This is an optimization exercise on Yosys and OpenROAD, whose aim is small area, not a production implementation.
Only simulation tests tie the RTL to the original design; equivalence was not proved.
Power figures rest on the tool's default switching activity, not on a simulated workload.

$ cat flow/flow/run.sh
#!/bin/bash
# Layout flow: the standard synthesis, then the combinational logic is
# mapped again with stronger ABC area scripts (registers are left as they
# are: same instances, names and cell types), the smallest result is kept,
# and the standard flow runs on from floorplan to finish, with the
# smallest buffer for the port buffers and, if flow/cts_args.txt exists,
# the clock tree options it gives.
set -euo pipefail
W=$(pwd)
R=$W/orfs/results/${FLOW_PLATFORM:-sky130hd}/snake_top/base
LIB=$FLOW_HOME/platforms/sky130hd/lib/sky130_fd_sc_hd__tt_025C_1v80.lib
YOSYS=$(command -v yosys || true)
[ -n "$YOSYS" ] || YOSYS=$FLOW_HOME/../tools/install/yosys/bin/yosys

bash standard.sh synth > $W/std_synth.log 2>&1
cp $R/1_2_yosys.v $W/synth_std.v

DU=$(sed -n '/DONT_USE_CELLS/,/^$/p' $FLOW_HOME/platforms/sky130hd/config.mk | grep -o 'sky130_fd_sc_hd__[a-z0-9_]*' | sed 's/^/-dont_use /' | tr '\n' ' ')
remap() {
	local s=$1
	local n=$(basename $s .script)
	cat > $W/remap_$n.ys <<EOS
read_liberty -ignore_miss_func $LIB
setattr -mod -set keep_hierarchy 1 sky130_fd_sc_hd__*df* sky130_fd_sc_hd__*dl*
read_verilog $W/synth_std.v
hierarchy -top $FLOW_TOP
flatten
opt -purge
abc -liberty $LIB $DU -script $s
opt_clean -purge
splitnets
opt_clean -purge
hilomap -singleton -hicell sky130_fd_sc_hd__conb_1 HI -locell sky130_fd_sc_hd__conb_1 LO
insbuf -buf sky130_fd_sc_hd__buf_4 A X
opt_clean -purge
select $FLOW_TOP
tee -o $W/remap_$n.stat stat -liberty $LIB
write_verilog -noattr -nohex -nodec -selected $W/remap_$n.v
EOS
	$YOSYS -s $W/remap_$n.ys > $W/remap_$n.log 2>&1 || true
}
for s in $W/flow/abc_*.script; do
	remap $s &
done
wait

best=""
best_area=""
for s in $W/flow/abc_*.script; do
	n=$(basename $s .script)
	a=$(grep -o "Chip area for module '.$FLOW_TOP': [0-9.]*" $W/remap_$n.stat 2>/dev/null | awk '{print $NF}' || true)
	echo "$n $a" >> $W/remap_areas.txt
	if [ -n "$a" ] && { [ -z "$best_area" ] || awk "BEGIN{exit !($a < $best_area)}"; }; then
		best=$n
		best_area=$a
	fi
done

# the same registers, by instance name and cell type, or keep the standard netlist
regs() { grep -oE '^\s*sky130_fd_sc_hd__\S*(df|dl)\S*\s+\S+' "$1" | awk '{print $1, $2}' | sort; }
if [ -n "$best" ] && [ "$(regs $W/synth_std.v)" == "$(regs $W/remap_$best.v)" ]; then
	echo "using $best ($best_area)" >> $W/remap_areas.txt
	sleep 1
	cp $W/remap_$best.v $R/1_2_yosys.v
	touch $R/1_2_yosys.v
else
	echo "using the standard netlist" >> $W/remap_areas.txt
fi

# port buffers: the smallest buffer, which drives the 0.01 pF loads easily
export BUFFER_PORTS_ARGS="-buffer_cell sky130_fd_sc_hd__buf_1"
# clock tree options, if the version gives them
if [ -f $W/flow/cts_args.txt ]; then
	export CTS_ARGS="$(cat $W/flow/cts_args.txt)"
fi
bash standard.sh finish > $W/std_finish.log 2>&1
$ cat flow/flow/abc_b5.script
strash
&get -n
&deepsyn -T 90
&put
strash
&get -n
&dch -f
&nf -R 1000
&put
$ cat flow/flow/abc_c3.script
strash
&get -n
&deepsyn -T 90
&put
strash
dch
amap
$ cat flow/flow/abc_c4.script
strash
&get -n
&deepsyn -T 90 -S 2
&put
strash
&get -n
&dch -f
&nf -R 1000
&put
$ cat flow/flow/abc_d1.script
strash
&get -n
&deepsyn -T 90 -S 7
&put
strash
dch
amap
$ cat flow/flow/cts_args.txt
-sink_clustering_enable -repair_clock_nets -buf_list sky130_fd_sc_hd__clkbuf_8 -dont_use_dummy_load
$ cat flow/standard.sh
#!/bin/bash
# synth_recipe.tcl (not shown) runs the flow's synth.tcl, then flattens the netlist and writes it again
# the make line also repeats each setting of config.mk as NAME=value (left out here)
make -C /OpenROAD-flow-scripts/flow DESIGN_CONFIG=/design/flow/config.mk WORK_HOME=/design/flow/orfs CLKGATE_MAP_FILE= SYNTH_SCRIPT=/design/flow/synth_recipe.tcl "${@:-finish}"
$ cat flow/config.mk
export PLATFORM = sky130hd
export DESIGN_NAME = snake_top
export DESIGN_NICKNAME = snake_top
export VERILOG_FILES = /design/flow/design.v
export SDC_FILE = /design/flow/constraint.sdc
export NUM_CORES = 4
export LEC_CHECK = 0
export CAP_MARGIN = 20
export CORE_MARGIN = 2
export CORE_UTILIZATION = 60
export CTS_BUF_LIST = sky130_fd_sc_hd__clkbuf_8
export SLEW_MARGIN = 20
$ cat flow/constraint.sdc
create_clock -name core_clock -period 20.0 [get_ports {clk}]
set_input_delay 4.0000 -clock core_clock [delete_from_list [all_inputs] [get_ports {clk}]]
set_output_delay 4.0000 -clock core_clock [all_outputs]
set_load 0.01 [all_outputs]
$ cat flow/design.v
package snake_pkg;
	localparam logic [7:0] apple_seed = 8'hEA;
endpackage
module snake_top (
	input logic clk,
	input logic reset,
	input logic arrow_up,
	input logic arrow_down,
	input logic arrow_left,
	input logic arrow_right,
	output logic [7:0] led_segout,
	output logic [2:0] led_scanout,
	output logic [7:0] matrix_segout_r,
	output logic [7:0] matrix_segout_g,
	output logic [7:0] matrix_scanout
);
	logic [5:0] p;
	logic live;
	logic fresh;
	logic step;
	always_ff @(posedge clk or negedge reset) begin
		if (!reset) begin
			p <= 6'd63;
			live <= 1'b0;
			fresh <= 1'b1;
		end else begin
			p <= p + 6'd1;
			if (!p[0]) live <= 1'b1;
			if (p == 6'd6) fresh <= 1'b0;
		end
	end
	assign step = live && p == 6'd63;
	localparam logic [1:0] d_up = 2'd0;
	localparam logic [1:0] d_right = 2'd1;
	localparam logic [1:0] d_down = 2'd2;
	localparam logic [1:0] d_left = 2'd3;
	logic [1:0] want;
	logic [1:0] req;
	always_ff @(posedge clk or negedge reset) begin
		if (!reset) begin
			want <= d_down;
		end else begin
			if (!arrow_up) want <= d_up;
			else if (!arrow_down) want <= d_down;
			else if (arrow_left) want <= d_left;
			else if (arrow_right) want <= d_right;
		end
	end
	always_ff @(posedge clk) begin
		if (p == 6'd60) req <= want;
	end
	localparam logic [1:0] t_empty = 2'd0;
	logic [1:0] dir;
	logic [5:0] head;
	logic [5:0] tail;
	logic [1:0] tail_head;
	logic [5:0] apple;
	logic [5:0] cand;
	logic [7:0] rnd;
	logic [2:0] tens;
	logic [3:0] units;
	logic over;
	logic [15:0] crow [8];
	logic clr_on;
	logic [1:0] left_turn;
	logic [1:0] tail_turn;
	logic [1:0] next_dir;
	logic [1:0] turn;
	logic [1:0] tail_exit;
	logic [5:0] new_head;
	logic [5:0] new_tail;
	logic hit;
	logic at_apple;
	logic advance;
	logic eat;
	logic [7:0] rnd_step;
	logic cand_busy;
	logic at_addr;
	logic [5:0] clr;
	logic [5:0] left_cell;
	logic [5:0] addr;
	logic [2:0] addr_pos;
	logic [15:0] addr_row;
	logic occ;
	function automatic logic [5:0] move(input logic [5:0] c, input logic [1:0] d);
		move = c;
		case (d)
			d_up: move[5:3] = c[5:3] - 3'd1;
			d_down: move[5:3] = c[5:3] + 3'd1;
			d_left: move[2:0] = c[2:0] - 3'd1;
			d_right: move[2:0] = c[2:0] + 3'd1;
		endcase
	endfunction
	always_comb begin
		if (req == dir + 2'd2) next_dir = dir;
		else next_dir = req;
		new_head = move(head, (step && !over) ? next_dir : dir ^ 2'd2);
		left_cell = new_head;
		turn = (next_dir - dir) ^ 2'd2;
		tail_exit = tail_head + (tail_turn ^ 2'd2);
		if (tens == 3'd0 && units == 4'd0) tail_exit = next_dir;
		new_tail = move(tail, advance ? tail_exit : tail_head ^ 2'd2);
		clr = new_tail;
		addr = step ? new_head : cand;
		addr_pos = addr[5:3] - p[2:0] - 3'd1;
		addr_row = crow[addr_pos];
		occ = addr_row[{addr[2:0], 1'b0} +: 2] != t_empty;
		hit = occ && new_head != tail;
		at_addr = addr == apple;
		at_apple = at_addr;
		rnd_step = rnd ^ (rnd << 7);
		rnd_step = rnd_step ^ (rnd_step >> 5);
		rnd_step = rnd_step ^ (rnd_step << 3);
		cand_busy = (occ && !(clr_on && cand == clr)) || cand == head || at_addr;
	end
	assign advance = step && !over && !hit;
	assign eat = advance && at_apple;
	always_ff @(posedge clk or negedge reset) begin
		if (!reset) begin
			dir <= d_down;
			head <= 6'd0;
			tail <= 6'd0;
			apple <= 6'b011_100;
			cand <= snake_pkg::apple_seed[5:0];
			rnd <= snake_pkg::apple_seed;
			tens <= 3'd0;
			units <= 4'd0;
			over <= 1'b0;
			clr_on <= 1'b0;
			left_turn <= t_empty;
		end else begin
			if (step) begin
				cand <= eat ? rnd_step[5:0] : rnd[5:0];
			end else if (cand_busy && !fresh) begin
				cand <= cand + 6'd39;
			end
			if (step && !over && hit) over <= 1'b1;
			if (advance) begin
				dir <= next_dir;
				if (!at_apple) tail <= new_tail;
				head <= new_head;
				left_turn <= turn;
				clr_on <= !at_apple;
				if (at_apple) begin
					rnd <= rnd_step;
					if (units[3] && units[0]) begin
						units <= 4'd0;
						tens <= tens + 3'd1;
					end else begin
						units <= units + 4'd1;
					end
					if (tens[2] && tens[1] && !units[2] && units[1] && !units[0]) over <= 1'b1;
					else apple <= cand;
				end
			end
		end
	end
	always_ff @(posedge clk) begin
		if (advance && !at_apple) tail_head <= tail_exit;
	end
	logic clr_on_d;
	logic [5:0] clr_d;
	logic [5:0] left_d;
	logic [1:0] left_turn_d;
	logic [2:0] enter_row;
	logic [15:0] enter_new;
	logic [15:0] row_show;
	logic [7:0] show_occ;
	always_comb begin
		clr_on_d = advance ? !at_apple : clr_on;
		clr_d = advance ? tail : clr;
		left_d = advance ? head : left_cell;
		left_turn_d = advance ? turn : left_turn;
		enter_row = p[2:0] + 3'd1;
		enter_new = crow[0];
		if (left_d[5:3] == enter_row) enter_new[{left_d[2:0], 1'b0} +: 2] = left_turn_d;
		if (clr_on_d && clr_d[5:3] == enter_row) enter_new[{clr_d[2:0], 1'b0} +: 2] = t_empty;
	end
	always_ff @(posedge clk) begin
		for (int i = 0; i < 7; i++) crow[i] <= crow[i+1];
		crow[7] <= fresh ? 16'd0 : enter_new;
		if (tail[5:3] == p[2:0]) tail_turn <= crow[7][{tail[2:0], 1'b0} +: 2];
	end
	always_comb begin
		row_show = crow[7];
		for (int c = 0; c < 8; c++) show_occ[c] = row_show[2*c+1] | row_show[2*c];
	end
	logic [7:0] row_g;
	logic [7:0] row_r;
	logic [3:0] digit;
	logic [7:0] seg_code;
	logic [7:0] head_bit;
	logic [7:0] apple_bit;
	always_comb begin
		head_bit = 8'd0;
		if (live && head[5:3] == p[2:0]) head_bit = 8'b1000_0000 >> head[2:0];
		apple_bit = 8'd0;
		if (apple[5:3] == p[2:0]) apple_bit = 8'b1000_0000 >> apple[2:0];
		for (int c = 0; c < 8; c++) row_g[7 - c] = show_occ[c];
		row_g = row_g | head_bit;
		row_r = over ? row_g : (head_bit | apple_bit);
		digit = p[1] ? units : {1'b0, tens};
		case (digit)
			4'd0: seg_code = 8'b11111100;
			4'd1: seg_code = 8'b01100000;
			4'd2: seg_code = 8'b11011010;
			4'd3: seg_code = 8'b11110010;
			4'd4: seg_code = 8'b01100110;
			4'd5: seg_code = 8'b10110110;
			4'd6: seg_code = 8'b10111110;
			4'd7: seg_code = 8'b11100000;
			4'd8: seg_code = 8'b11111110;
			4'd9: seg_code = 8'b11110110;
			default: seg_code = 8'bxxxxxxx0;
		endcase
		if (!(p[2:0] == 3'd2 || (p[2:0] == 3'd1 && tens != 3'd0))) seg_code = 8'd0;
	end
	assign matrix_scanout = live ? (8'd1 << p[2:0]) : 8'd0;
	assign matrix_segout_g = live ? row_g : 8'd0;
	assign matrix_segout_r = row_r;
	assign led_segout = seg_code;
	assign led_scanout = {1'b0, matrix_scanout[2], matrix_scanout[1]};
endmodule
==> run summary, run 1 <==
transition time at the pin with the least slew margin 0.913 ns; layout cells sized above 1 0.0458; clock period minus worst slack 10.90 ns; power per cell area 71.5 nW/µm²; filler instances 1,010; Warnings, synthesis 2; number of CTS-inserted buffers 17; diodes inserted 0; highest attainable clock frequency 0.0917 GHz; clock transition at the register clock pins on the worst setup and hold paths after CTS 0.08 ns; Via Count 6,687; Std-Cell Core Area 12,100 µm²; initial antenna violation count 0; TritonCTS clock tree built; CTS Hold Bufs 0; critical path arrival 11.27 ns; first-pass GRT wire length 33,600 µm; number of standard cells after synthesis 841; total setup violations reported at the end of the flow 0; number of vias per cell after detailed routing 6.28; worst skew pair latency 0.47 ns; TritonCTS Sinks 189; Final Slew Violations 0; CTS max path bufs 2; CTS-repair resized insts 0; drt first pass iters 6; cell depth of the worst flop-to-flop path 46; max_cap viols 0; dpl ws 9.46 ns; vias in the first global route 6,440; Worst Setup End Kind flop; std cell rows 40; worst path buffer plus inverter count 11; post-layout worst setup margin 9.10 ns; crit-path max FO 17; remaining max-slew budget at the tightest pin 0.392; total global-route track usage 0.337; area delta synth->final 7.88%; Die Area 13,300 µm²; final hold violation count 0; worst-path cell with the longest stage delay nor2_1; Mean Syn Cell Area 8.82 µm²; number of setup buffers added after CTS 0; delay-heaviest family, CP compound AO/OA/AOI/OAI gates; instance area at placement 7770 µm²; WL final 21,600 µm; half-perimeter wire length after placement 16,400 µm; Port-buffer cells 38; synthesized cell area 7420 µm²; final layout net count 904; final instance area 8000 µm²; Max stage delay on crit path 0.66 ns; pin count of the biggest net entering global routing 56; outcome finished clean; period utilization 0.545; Fin Setup TNS 0 ns; DR WL/cell 20.3 µm; depth of the worst hold-timing path 0; Detailed Route Iter0 Violations 882; die width 115 µm; CP Data Required Time 20.37 ns; RePlAce Congestion 1.04; Die H 115 µm; setup repair after global routing missed its margin false; worst ir drop on vdd 0.0502 mV; I/O pin count 41; remaining number of nets flagged by the antenna check after routing 0; type of the setup path with the least slack reg -> reg; total number of cells along the worst setup path 46; initial standard-cell utilization of the core 0.615; dominant cell type by count on the critical path nor2_1; type of origin of the critical path flop; DRC violation count after routing 0; hold crit path type reg -> reg; H-tree Lvls 4; Static Leakage 0.00298 µW; residual overflow from global routing 0; Clock Skew 0.0437 ns; Clk Tree Root Cell clkbuf_8
## stage by stage
stage                     hold slack, ns  std cells  total power (µW)  utilization
final                              0.331       1064               572        0.664
after global routing               0.331       1064               591        0.664
after CTS                          0.334       1064               574        0.664
after detailed placement           0.336       1047               392        0.644
after global placement             0.333       1047               392        0.644
after floorplan                    0.323        842               389            -
## registers in the layout, summed over array words and instances, names as in the netlist
name and cells:
tail_head 2, p 6, over 1, head 6
crow 128, cand 6, tail 6, left_turn 2
dir 2, tail_turn 2, want 2, fresh 1
clr_on 1, rnd 8, units 4, apple 6
tens 3, req 2, live 1
## final timing paths
path | startpoint | endpoint | slack [ns]
min reg2reg | crow[5][10]$_DFF_P_ | crow[4][10]$_DFF_P_ | 0.33
max | p[2]$_DFF_PN1_ | cand[5]$_DFFE_PN1P_ | 9.10
min | crow[5][10]$_DFF_P_ | crow[4][10]$_DFF_P_ | 0.33
max reg2reg | p[2]$_DFF_PN1_ | cand[5]$_DFFE_PN1P_ | 9.10
max in group asynchronous | reset | apple[1]$_DFFE_PN0P_ | 15.81
min in group asynchronous | reset | tail[0]$_DFFE_PN0P_ | 3.66
## report_power, final
part	total, µW	internal (µW)	switching (µW)
combinational	3.28	0.582	2.69
sequential	380	380	0.129
clock	189	75.3	113
## cells in the final DEF, fill, tap and decap left out, drive strengths merged, types with 30 or more instances in the layout
cell type,count
buf,40
nand2,46
clkinv,102
o22ai,84
dfxtp,128
a21oi,39
o21ai,30
nor3,67
dfrtp,35
nor2,171
## layer usage
metal  vias up  GRT usage  share of wire
met5         -          0              0
met4         0      0.163          0.046
met3        84     0.0727          0.074
met2       366      0.583           0.49
met1      3139      0.398           0.39
li1       3098          -              -
## area by class of cell
class	count	area, µm²	area share
well taps	168	210	0.0263
repair buffers	41	166	0.0208
multi-input cells	547	2870	0.358
flip-flops and latches	189	4140	0.518
clock buffers	17	234	0.0292
inverters	102	383	0.0478
==> run 2, diff against run 1 <==
--- a/flow/flow/run.sh
+++ b/flow/flow/run.sh
@@ -5,4 +5,3 @@
 # and the standard flow runs on from floorplan to finish, with the
-# smallest buffer for the port buffers and, if flow/cts_args.txt exists,
-# the clock tree options it gives.
+# smallest buffer for the port buffers.
 set -euo pipefail
@@ -33,3 +32,3 @@
 hilomap -singleton -hicell sky130_fd_sc_hd__conb_1 HI -locell sky130_fd_sc_hd__conb_1 LO
-insbuf -buf sky130_fd_sc_hd__buf_4 A X
+insbuf -buf sky130_fd_sc_hd__buf_1 A X
 opt_clean -purge
@@ -41,3 +40,12 @@
 }
-for s in $W/flow/abc_*.script; do
+# the ABC scripts: deep synthesis from several seeds, then area mapping
+mkdir -p $W/abc
+for seed in 0 2 3 4 5 6 7 8; do
+	ds="&deepsyn -T 90"
+	[ $seed -eq 0 ] || ds="$ds -S $seed"
+	printf 'strash\n&get -n\n%s\n&put\nstrash\ndch\namap\n' "$ds" > $W/abc/abc_s${seed}.script
+done
+jobs_max=${NUM_CORES:-4}
+for s in $W/abc/abc_*.script; do
+	while [ "$(jobs -rp | wc -l)" -ge "$jobs_max" ]; do sleep 2; done
 	remap $s &
@@ -48,3 +56,3 @@
 best_area=""
-for s in $W/flow/abc_*.script; do
+for s in $W/abc/abc_*.script; do
 	n=$(basename $s .script)
--- a/flow/config.mk
+++ b/flow/config.mk
@@ -9,3 +9,3 @@
 export CORE_MARGIN = 2
-export CORE_UTILIZATION = 60
+export CORE_UTILIZATION = 65
 export CTS_BUF_LIST = sky130_fd_sc_hd__clkbuf_8
removed: flow/flow/abc_b5.script
removed: flow/flow/abc_c3.script
removed: flow/flow/abc_c4.script
removed: flow/flow/abc_d1.script
==> run summary, run 2 <==
clock transition at the register clock pins on the worst setup and hold paths after CTS 0.09 ns (about the same); switching power of the nets 117 µW (+0.98%); post-layout util 0.726 (+0.0620); Die Area 12,300 µm² (-7.6%); filler-free cell count of the finished design 1,036 (-2.6%); Reg power frac 0.664 (about the same); Pint 456 µW (about the same); # placed instances 1,019 (-2.7%); Via Count 6,793 (+1.6%); flip-flop count of the largest register, all copies and words added 128 (unchanged); die width 111 µm (-3.9%); max_cap viols 0 (unchanged); CTS max path bufs 2 (unchanged); Die H 111 µm (-3.9%); Clock Skew 0.0375 ns (-0.00629 ns); Fin Setup TNS 0 ns (unchanged); Final Slew Violations 0 (unchanged); worst min-delay path startpoint crow[6][14]$_DFF_P_; Mean Syn Cell Area 8.80 µm² (-0.20%); number of setup buffers added after CTS 0 (unchanged); setup repair after global routing missed its margin false; layout cells sized above 1 0.0458 (unchanged); Logic pwr share 0.006 (about the same); DRC violation count after routing 0 (unchanged); first-pass GRT wire length 35,100 µm (+4.6%); Warnings, synthesis 2 (unchanged); TritonCTS clock tree built; initial standard-cell utilization of the core 0.674 (+0.0590); CTS Hold Bufs 0 (unchanged); transition time at the pin with the least slew margin 0.916 ns (+0.00299 ns); outcome finished clean; Port-buffer cells 38 (unchanged); most common cell after layout, fill and taps aside nor2_1; H-tree Lvls 4 (unchanged); area delta synth->final 7.62%; commonest cells after routing, fill and taps aside nor2_1, dfxtp_1, clkinv_1; RePlAce Congestion 1.01 (-2.5%); number of vias per cell after detailed routing 6.56 (+4.3%); launching instance or port of the critical path p[2]$_DFF_PN1_; I/O pin count 41 (unchanged); crit-path max FO 17 (unchanged); DR WL/cell 21.2 µm (+4.7%); type of origin of the critical path flop; hold crit path type reg -> reg; Static Leakage 0.00298 µW (unchanged); share of power burned in the clock network 0.331 (about the same); type of the setup path with the least slack reg -> reg; vias in the first global route 6,665 (+3.5%); TritonCTS Sinks 189 (unchanged); WL final 22,000 µm (+2.0%); pin count of the biggest net entering global routing 43 (-23%); clock period minus worst slack 10.93 ns (+0.0299 ns); registers with the most flip-flops crow (128), rnd (8); CP Data Required Time 20.39 ns (+0.02 ns); synthesized cell area 7400 µm² (-0.20%); worst-path cell with the longest stage delay nor2_1; worst ir drop on vdd 0.0741 mV (+48%); Clk Tree Root Cell clkbuf_8; filler instances 798 (-21%); diodes inserted 0 (unchanged); period utilization 0.547 (+0.00149); drt first pass iters 8 (+2); remaining max-slew budget at the tightest pin 0.387 (-0.00425); Max stage delay on crit path 0.70 ns (+0.04 ns); CTS-repair resized insts 0 (unchanged); critical path arrival 11.32 ns (+0.05 ns); Worst Setup End Kind flop; final hold violation count 0 (unchanged); worst skew pair latency 0.49 ns (+0.02 ns); final layout net count 904 (unchanged); Std-Cell Core Area 11,000 µm² (-8.9%); register-to-register setup slack 9.07 ns (-0.03 ns); half-perimeter wire length after placement 16,600 µm (+1.2%); std cell rows 38 (-5.0%); residual overflow from global routing 0 (unchanged); highest attainable clock frequency 0.0915 GHz (-0.27%); startpoint of the most critical register-to-register path p[2]$_DFF_PN1_; power per cell area 71.9 nW/µm² (+0.60%); number of CTS-inserted buffers 17 (unchanged); total setup violations reported at the end of the flow 0 (unchanged); number of standard cells after synthesis 841 (unchanged); initial antenna violation count 0 (unchanged); Switching Share 0.205 (+0.00165); remaining number of nets flagged by the antenna check after routing 0 (unchanged); Detailed Route Iter0 Violations 935 (+6.0%); total global-route track usage 0.370 (+0.0338); top register by number of flip-flops crow
run 2: through the flow:
step | worst slack (ns) | total power (µW) | instance area, µm² | hold slack, ns
6_report | 9.07 | 573 | 7970 | 0.337
2_1_floorplan | 11.24 | 389 | 7410 | 0.323
5_1_grt | 7.84 | 588 | 7970 | 0.343
3_3_place_gp | 9.92 | 392 | 7730 | 0.330
4_1_cts | 9.42 | 573 | 7970 | 0.337
3_5_place_dp | 9.50 | 392 | 7730 | 0.338
run 2: area by class of cell:
type                            count  area (µm²)  share of cell area
Clock buffer                       17         234              0.0294
Inverter                          102         383              0.0480
Multi-Input combinational cell    547        2870               0.360
Sequential cell                   189        4140               0.520
Tap cell                          140         175              0.0220
Timing Repair Buffer               41         166              0.0209
run 2: critical path: cells and delay by family, from the launching register on:
family / cells / cell delay [ns]
flip-flops: 1 / 0.59
buffers and inverters: 12 / 2.65
AO/OA/AOI/OAI: 17 / 3.90
AND/OR/NAND/NOR: 17 / 3.69
run 2: worst paths after layout:
path | endpoint | cells after the start
worst min register to register | crow[5][14]$_DFF_P_ | 0
worst min-delay path | crow[5][14]$_DFF_P_ | 0
worst max register to register | cand[5]$_DFFE_PN1P_ | 46
min in group asynchronous | tail[0]$_DFFE_PN0P_ | 1
worst max-delay path | cand[5]$_DFFE_PN1P_ | 46
max in group asynchronous | apple[2]$_DFFE_PN1P_ | 2
run 2: routing by layer:
metal	part of all wire	track usage	up-vias
met5	0	0	-
met4	0.047	0.178	0
met3	0.081	0.0804	85
met2	0.50	0.640	393
met1	0.37	0.440	3208
li1	-	-	3107
run 2: power by group through the flow:
stage	registers, µW	clock network [µW]	logic [µW]
finish	380	189	3.30
detailed placement	388	0	3.41
global placement	388	0	3.28
floorplan	388	0	0.615
global route	380	204	3.92
CTS	380	189	3.41
==> run 3, diff against run 2 <==
--- a/flow/config.mk
+++ b/flow/config.mk
@@ -9,3 +9,3 @@
 export CORE_MARGIN = 2
-export CORE_UTILIZATION = 65
+export CORE_UTILIZATION = 60
 export CTS_BUF_LIST = sky130_fd_sc_hd__clkbuf_8
==> run summary, run 3 <==
startpoint of the most critical register-to-register path p[2]$_DFF_PN1_; top register by number of flip-flops crow; hold crit path type reg -> reg; CTS-repair resized insts 0 (unchanged); RePlAce Congestion 0.988 (-2.6%); transition time at the pin with the least slew margin 0.849 ns (-0.0668 ns); Clock Skew 0.0302 ns (-0.00723 ns); crit-path max FO 17 (unchanged); synthesized cell area 7400 µm² (unchanged); area delta synth->final 7.74%; die width 115 µm (+3.9%); first-pass GRT wire length 33,600 µm (-4.4%); layout cells sized above 1 0.0458 (unchanged); Warnings, synthesis 2 (unchanged); diodes inserted 0 (unchanged); number of CTS-inserted buffers 17 (unchanged); DR WL/cell 20.5 µm (-3.6%); vias in the first global route 6,489 (-2.6%); TritonCTS Sinks 189 (unchanged); total global-route track usage 0.338 (-0.0322); Fin Setup TNS 0 ns (unchanged); period utilization 0.547 (about the same); most common cell after layout, fill and taps aside nor2_1; max_cap viols 0 (unchanged); CTS max path bufs 2 (unchanged); Via Count 6,730 (-0.93%); CTS Hold Bufs 0 (unchanged); setup repair after global routing missed its margin false; Detailed Route Iter0 Violations 896 (-4.2%); power per cell area 71.9 nW/µm² (about the same); # placed instances 1,026 (+0.69%); type of origin of the critical path flop; final layout net count 904 (unchanged); worst skew pair latency 0.48 ns (about the same); number of vias per cell after detailed routing 6.45 (-1.6%); number of standard cells after synthesis 841 (unchanged); clock transition at the register clock pins on the worst setup and hold paths after CTS 0.09 ns (about the same); registers with the most flip-flops crow (128), rnd (8); DRC violation count after routing 0 (unchanged); Clk Tree Root Cell clkbuf_8; Static Leakage 0.00298 µW (unchanged); flip-flop and latch area 4140 µm² (unchanged); flip-flop count of the largest register, all copies and words added 128 (unchanged); dominant cell type by count on the critical path nor2_1; remaining number of nets flagged by the antenna check after routing 0 (unchanged); number of setup buffers added after CTS 0 (unchanged); Die Area 13,200 µm² (+8.0%); multi-input combinational cell area 2870 µm² (unchanged); Final Slew Violations 0 (unchanged); post-layout worst setup margin 9.06 ns (-0.00730 ns); Port-buffer cells 38 (unchanged); residual overflow from global routing 0 (unchanged); total setup violations reported at the end of the flow 0 (unchanged); filler-free cell count of the finished design 1,043 (+0.68%); Worst Setup End Kind flop; instance area at placement 7740 µm² (+0.11%); critical path arrival 11.32 ns (about the same); type of the setup path with the least slack reg -> reg; CP Data Required Time 20.38 ns (about the same); TritonCTS clock tree built; outcome finished clean; final instance area 7980 µm² (+0.11%); initial antenna violation count 0 (unchanged); highest attainable clock frequency 0.0914 GHz (about the same); Max stage delay on crit path 0.66 ns (-0.04 ns); final hold violation count 0 (unchanged); filler instances 994 (+25%); commonest cells after routing, fill and taps aside nor2_1, dfxtp_1, clkinv_1; half-perimeter wire length after placement 16,300 µm (-2.1%); post-layout util 0.664 (-0.0614); Die H 115 µm (+3.9%); worst-path cell with the longest stage delay nor2_1; H-tree Lvls 4 (unchanged); remaining max-slew budget at the tightest pin 0.432 (+0.0447); I/O pin count 41 (unchanged); dpl ws 9.46 ns (-0.0469 ns); WL final 21,400 µm (-2.9%); worst ir drop on vdd 0.0561 mV (-24%); launching instance or port of the critical path p[2]$_DFF_PN1_; std cell rows 40 (+5.3%); worst min-delay path startpoint crow[4][1]$_DFF_P_; Std-Cell Core Area 12,000 µm² (+9.4%); initial standard-cell utilization of the core 0.616 (-0.0577); drt first pass iters 6 (-2); Mean Syn Cell Area 8.80 µm² (unchanged); pin count of the biggest net entering global routing 43 (unchanged); clock period minus worst slack 10.94 ns (+0.00730 ns)
==> run 3: metrics by stage <==
stage / total power (µW) / hold slack, ns
after global placement: 392 / 0.331
after detailed placement: 392 / 0.336
after floorplan: 389 / 0.323
after global routing: 590 / 0.328
after CTS: 574 / 0.330
final: 574 / 0.326
==> run 3: final timing paths <==
kind | endpoint | slack [ns] | cells after the start
worst max-delay path | cand[5]$_DFFE_PN1P_ | 9.06 | 46
worst min-delay path | crow[3][1]$_DFF_P_ | 0.33 | 0
worst max register to register | cand[5]$_DFFE_PN1P_ | 9.06 | 46
worst min register to register | crow[3][1]$_DFF_P_ | 0.33 | 0
max in group asynchronous | rnd[1]$_DFFE_PN1P_ | 15.66 | 2
min in group asynchronous | tail[2]$_DFFE_PN0P_ | 3.42 | 1
==> run 3: cell type report <==
type / instances / share of cell area
inverters: 102 / 0.0480
clock buffers: 17 / 0.0293
well taps: 147 / 0.0231
repair buffers: 41 / 0.0209
multi-input cells: 547 / 0.359
flip-flops and latches: 189 / 0.519
==> run 3: per-layer routing <==
layer  GRT usage  vias to the layer above  share of wire
li1            -                     3114              -
met1       0.400                     3147           0.39
met2       0.569                      388           0.48
met3      0.0749                       81          0.073
met4       0.194                        0          0.055
met5           0                        -              0
==> run 3: critical path, delay by kind of cell (launching register included) <==
kind | cells | cell delay (ns)
flops | 1 | 0.60
buf+inv | 11 | 2.59
simple gates | 17 | 3.52
compound gates | 18 | 4.15
==> run 3: report_power, final <==
part           internal [µW]  switching [µW]
Sequential               380           0.133
Combinational          0.580            2.72
Clock                   75.2             115
Total                    456             118
==> run 4, diff against run 3 <==
--- a/flow/flow/run.sh
+++ b/flow/flow/run.sh
@@ -19,3 +19,4 @@
 	local s=$1
-	local n=$(basename $s .script)
+	local n=$2
+	local in=$3
 	cat > $W/remap_$n.ys <<EOS
@@ -23,3 +24,3 @@
 setattr -mod -set keep_hierarchy 1 sky130_fd_sc_hd__*df* sky130_fd_sc_hd__*dl*
-read_verilog $W/synth_std.v
+read_verilog $in
 hierarchy -top $FLOW_TOP
@@ -47,2 +48,3 @@
 done
+printf 'strash\ndc2\ndch\namap\n' > $W/abc/again_dc2.script
 jobs_max=${NUM_CORES:-4}
@@ -50,3 +52,3 @@
 	while [ "$(jobs -rp | wc -l)" -ge "$jobs_max" ]; do sleep 2; done
-	remap $s &
+	remap $s $(basename $s .script) $W/synth_std.v &
 done
@@ -54,12 +56,28 @@
 
+area_of() {
+	grep -o "Chip area for module '.$FLOW_TOP': [0-9.]*" $W/remap_$1.stat 2>/dev/null | awk '{print $NF}' || true
+}
 best=""
 best_area=""
-for s in $W/abc/abc_*.script; do
-	n=$(basename $s .script)
-	a=$(grep -o "Chip area for module '.$FLOW_TOP': [0-9.]*" $W/remap_$n.stat 2>/dev/null | awk '{print $NF}' || true)
-	echo "$n $a" >> $W/remap_areas.txt
+consider() {
+	local a=$(area_of $1)
+	echo "$1 $a" >> $W/remap_areas.txt
 	if [ -n "$a" ] && { [ -z "$best_area" ] || awk "BEGIN{exit !($a < $best_area)}"; }; then
-		best=$n
+		best=$1
 		best_area=$a
 	fi
+}
+for s in $W/abc/abc_*.script; do
+	consider $(basename $s .script)
+done
+
+# two more passes over the best netlist so far, which still gain a little
+for pass in 2 3; do
+	if [ -z "$best" ]; then break; fi
+	from=$best
+	remap $W/abc/abc_s0.script pass${pass}_s0 $W/remap_$from.v &
+	remap $W/abc/again_dc2.script pass${pass}_dc2 $W/remap_$from.v &
+	wait
+	consider pass${pass}_s0
+	consider pass${pass}_dc2
 done
==> run summary, run 4 <==
outcome finished clean; FF-to-FF End cand[5]$_DFFE_PN1P_; clock transition at the register clock pins on the worst setup and hold paths after CTS 0.09 ns (about the same); Final Slew Violations 0 (unchanged); number of CTS-inserted buffers 17 (unchanged); Detailed Route Iter0 Violations 809 (-9.7%); highest attainable clock frequency 0.0900 GHz (-1.6%); CTS-repair resized insts 0 (unchanged); final instance area 7960 µm² (-0.27%); CTS Hold Bufs 0 (unchanged); number of standard cells after synthesis 824 (-2.0%); vias in the first global route 6,173 (-4.9%); residual overflow from global routing 0 (unchanged); initial antenna violation count 0 (unchanged); die width 115 µm (-0.29%); synthesized cell area 7360 µm² (-0.59%); number of vias per cell after detailed routing 6.30 (-2.3%); cell depth of the worst flop-to-flop path 44 (-4.3%); metal1 wirelength 8690 µm (+3.7%); Die Area 13,200 µm² (-0.57%); instance area at placement 7720 µm² (-0.27%); drt first pass iters 7 (+1); H-tree Lvls 4 (unchanged); Clk Tree Root Cell clkbuf_8; Port-buffer cells 38 (unchanged); area delta synth->final 8.09%; # placed instances 1,012 (-1.4%); std cell rows 40 (unchanged); most common cell after layout, fill and taps aside nor2_1; filler-free cell count of the finished design 1,029 (-1.3%); detailed-routed wire length on met2 10,100 µm (-1.5%); Static Leakage 0.00293 µW (-1.5%); remaining max-slew budget at the tightest pin 0.306 (-0.126); type of the setup path with the least slack reg -> reg; TritonCTS Sinks 189 (unchanged); Std-Cell Core Area 12,000 µm² (unchanged); setup repair after global routing missed its margin false; Fin Setup TNS 0 ns (unchanged); delay-heaviest family, CP compound AO/OA/AOI/OAI gates; hold crit path type reg -> reg; Mean Syn Cell Area 8.93 µm² (+1.5%); total setup violations reported at the end of the flow 0 (unchanged); crit-path max FO 16 (-1); registers with the most flip-flops crow (128), rnd (8); TritonCTS clock tree built; I/O pin count 41 (unchanged); flip-flop count of the largest register, all copies and words added 128 (unchanged); startpoint of the most critical register-to-register path p[2]$_DFF_PN1_; max_cap viols 0 (unchanged); initial standard-cell utilization of the core 0.613 (-0.00365); commonest cells after routing, fill and taps aside nor2_1, dfxtp_1, clkinv_1; DRC violation count after routing 0 (unchanged); period utilization 0.556 (+0.00864); critical path arrival 11.49 ns (+0.17 ns); worst ir drop on vdd 0.0471 mV (-16%); final hold violation count 0 (unchanged); worst-path cell with the longest stage delay o21ai_0; Max stage delay on crit path 0.82 ns (+0.16 ns); Warnings, synthesis 2 (unchanged); topmost layer with routed signal wires met4; post-layout worst setup margin 8.89 ns (-0.173 ns); total number of cells along the worst setup path 44 (-4.3%); transition time at the pin with the least slew margin 1.03 ns (+0.181 ns); Worst Setup End Kind flop; worst path buffer plus inverter count 9 (-2); type of origin of the critical path flop; first-pass GRT wire length 33,000 µm (-1.7%); Clock Skew 0.0440 ns (+0.0138 ns); diodes inserted 0 (unchanged); CP Data Required Time 20.38 ns (about the same); number of setup buffers added after CTS 0 (unchanged); remaining number of nets flagged by the antenna check after routing 0 (unchanged); launching instance or port of the critical path p[2]$_DFF_PN1_; dpl ws 9.37 ns (-0.0844 ns); clock period minus worst slack 11.11 ns (+0.173 ns); half-perimeter wire length after placement 15,900 µm (-2.0%); Via Count 6,485 (-3.6%); Die H 115 µm (-0.29%); layout cells sized above 1 0.0499 (+0.00413); CTS max path bufs 2 (unchanged); worst skew pair latency 0.48 ns (about the same); register-to-register setup slack 8.89 ns (-0.17 ns); RePlAce Congestion 1.03 (+3.8%); WL met3 1500 µm (-4.1%); pin count of the biggest net entering global routing 56 (+30%); WL final 21,200 µm (-0.72%); capture point of the worst path cand[5]$_DFFE_PN1P_; dominant cell type by count on the critical path clkinv_1; top register by number of flip-flops crow; final layout net count 890 (-1.5%); DR WL/cell 20.6 µm (+0.63%); power per cell area 72.0 nW/µm² (+0.15%); total global-route track usage 0.333 (-0.00552); filler instances 1,003 (+0.91%)
## run 4: power by group
part           internal (µW)  switching (µW)
clock                   75.3             114
combinational          0.581            2.75
sequential               380           0.116
## run 4: layer usage
metal	track usage	vias up
met5	0	-
met1	0.425	3059
li1	-	3079
met2	0.541	291
met4	0.161	0
met3	0.0722	56
## run 4: final cells by class
cell class,instances,area (µm²),share of cell area
timing repair buffer,44,189,0.0237
inverter,95,357,0.0448
sequential,189,4140,0.521
clock buffer,17,234,0.0294
tap,147,184,0.0231
multi-input combinational,537,2850,0.358
## run 4: worst min path at each step
stage / cells after the start / to / start / slack (ns)
after CTS: 0 / crow[4][15]$_DFF_P_ / crow[5][15]$_DFF_P_ / 0.32
after global placement: 0 / crow[5][4]$_DFF_P_ / crow[6][4]$_DFF_P_ / 0.33
after detailed placement: 0 / crow[2][3]$_DFF_P_ / crow[3][3]$_DFF_P_ / 0.33
after floorplan: 0 / crow[1][7]$_DFF_P_ / crow[2][7]$_DFF_P_ / 0.32
final: 0 / crow[3][11]$_DFF_P_ / crow[4][11]$_DFF_P_ / 0.32
after global routing: 0 / crow[4][15]$_DFF_P_ / crow[5][15]$_DFF_P_ / 0.32
## run 4: metrics by stage
step | power, µW | util | hold slack (ns)
floorplan | 389 | - | 0.324
global placement | 392 | 0.643 | 0.329
detailed placement | 392 | 0.643 | 0.332
CTS | 574 | 0.662 | 0.322
global route | 591 | 0.662 | 0.319
finish | 573 | 0.662 | 0.319

-- what the ideal ports hide --
No port has a modelled driver above. Below, the same layouts with a new extraction and two added sets of constraints. Step 1 assumes that a clkbuf_16 drives the clock port and a buf_2 every other input. Step 2 also shifts input and output timing later by t, the mid clock arrival at the registers, as if the neighbouring blocks saw the same clock. Three values: ideal ports, drivers, drivers and shift; two values: the first two.
run	shift t [ns]	setup slack, ns	hold WS [ns]	slew at the worst register clock pin (ns)
run 1	0.482	9.099 / 9.099 / 9.099	0.331 / 0.331 / 0.331	0.11 / 0.11
run 2	0.510	9.069 / 9.069 / 9.069	0.337 / 0.337 / 0.337	0.11 / 0.11
run 3	0.501	9.062 / 9.062 / 9.062	0.326 / 0.326 / 0.326	0.10 / 0.10
run 4	0.495	8.889 / 8.889 / 8.889	0.319 / 0.319 / 0.319	0.11 / 0.11
After both steps every run listed still meets setup and hold.
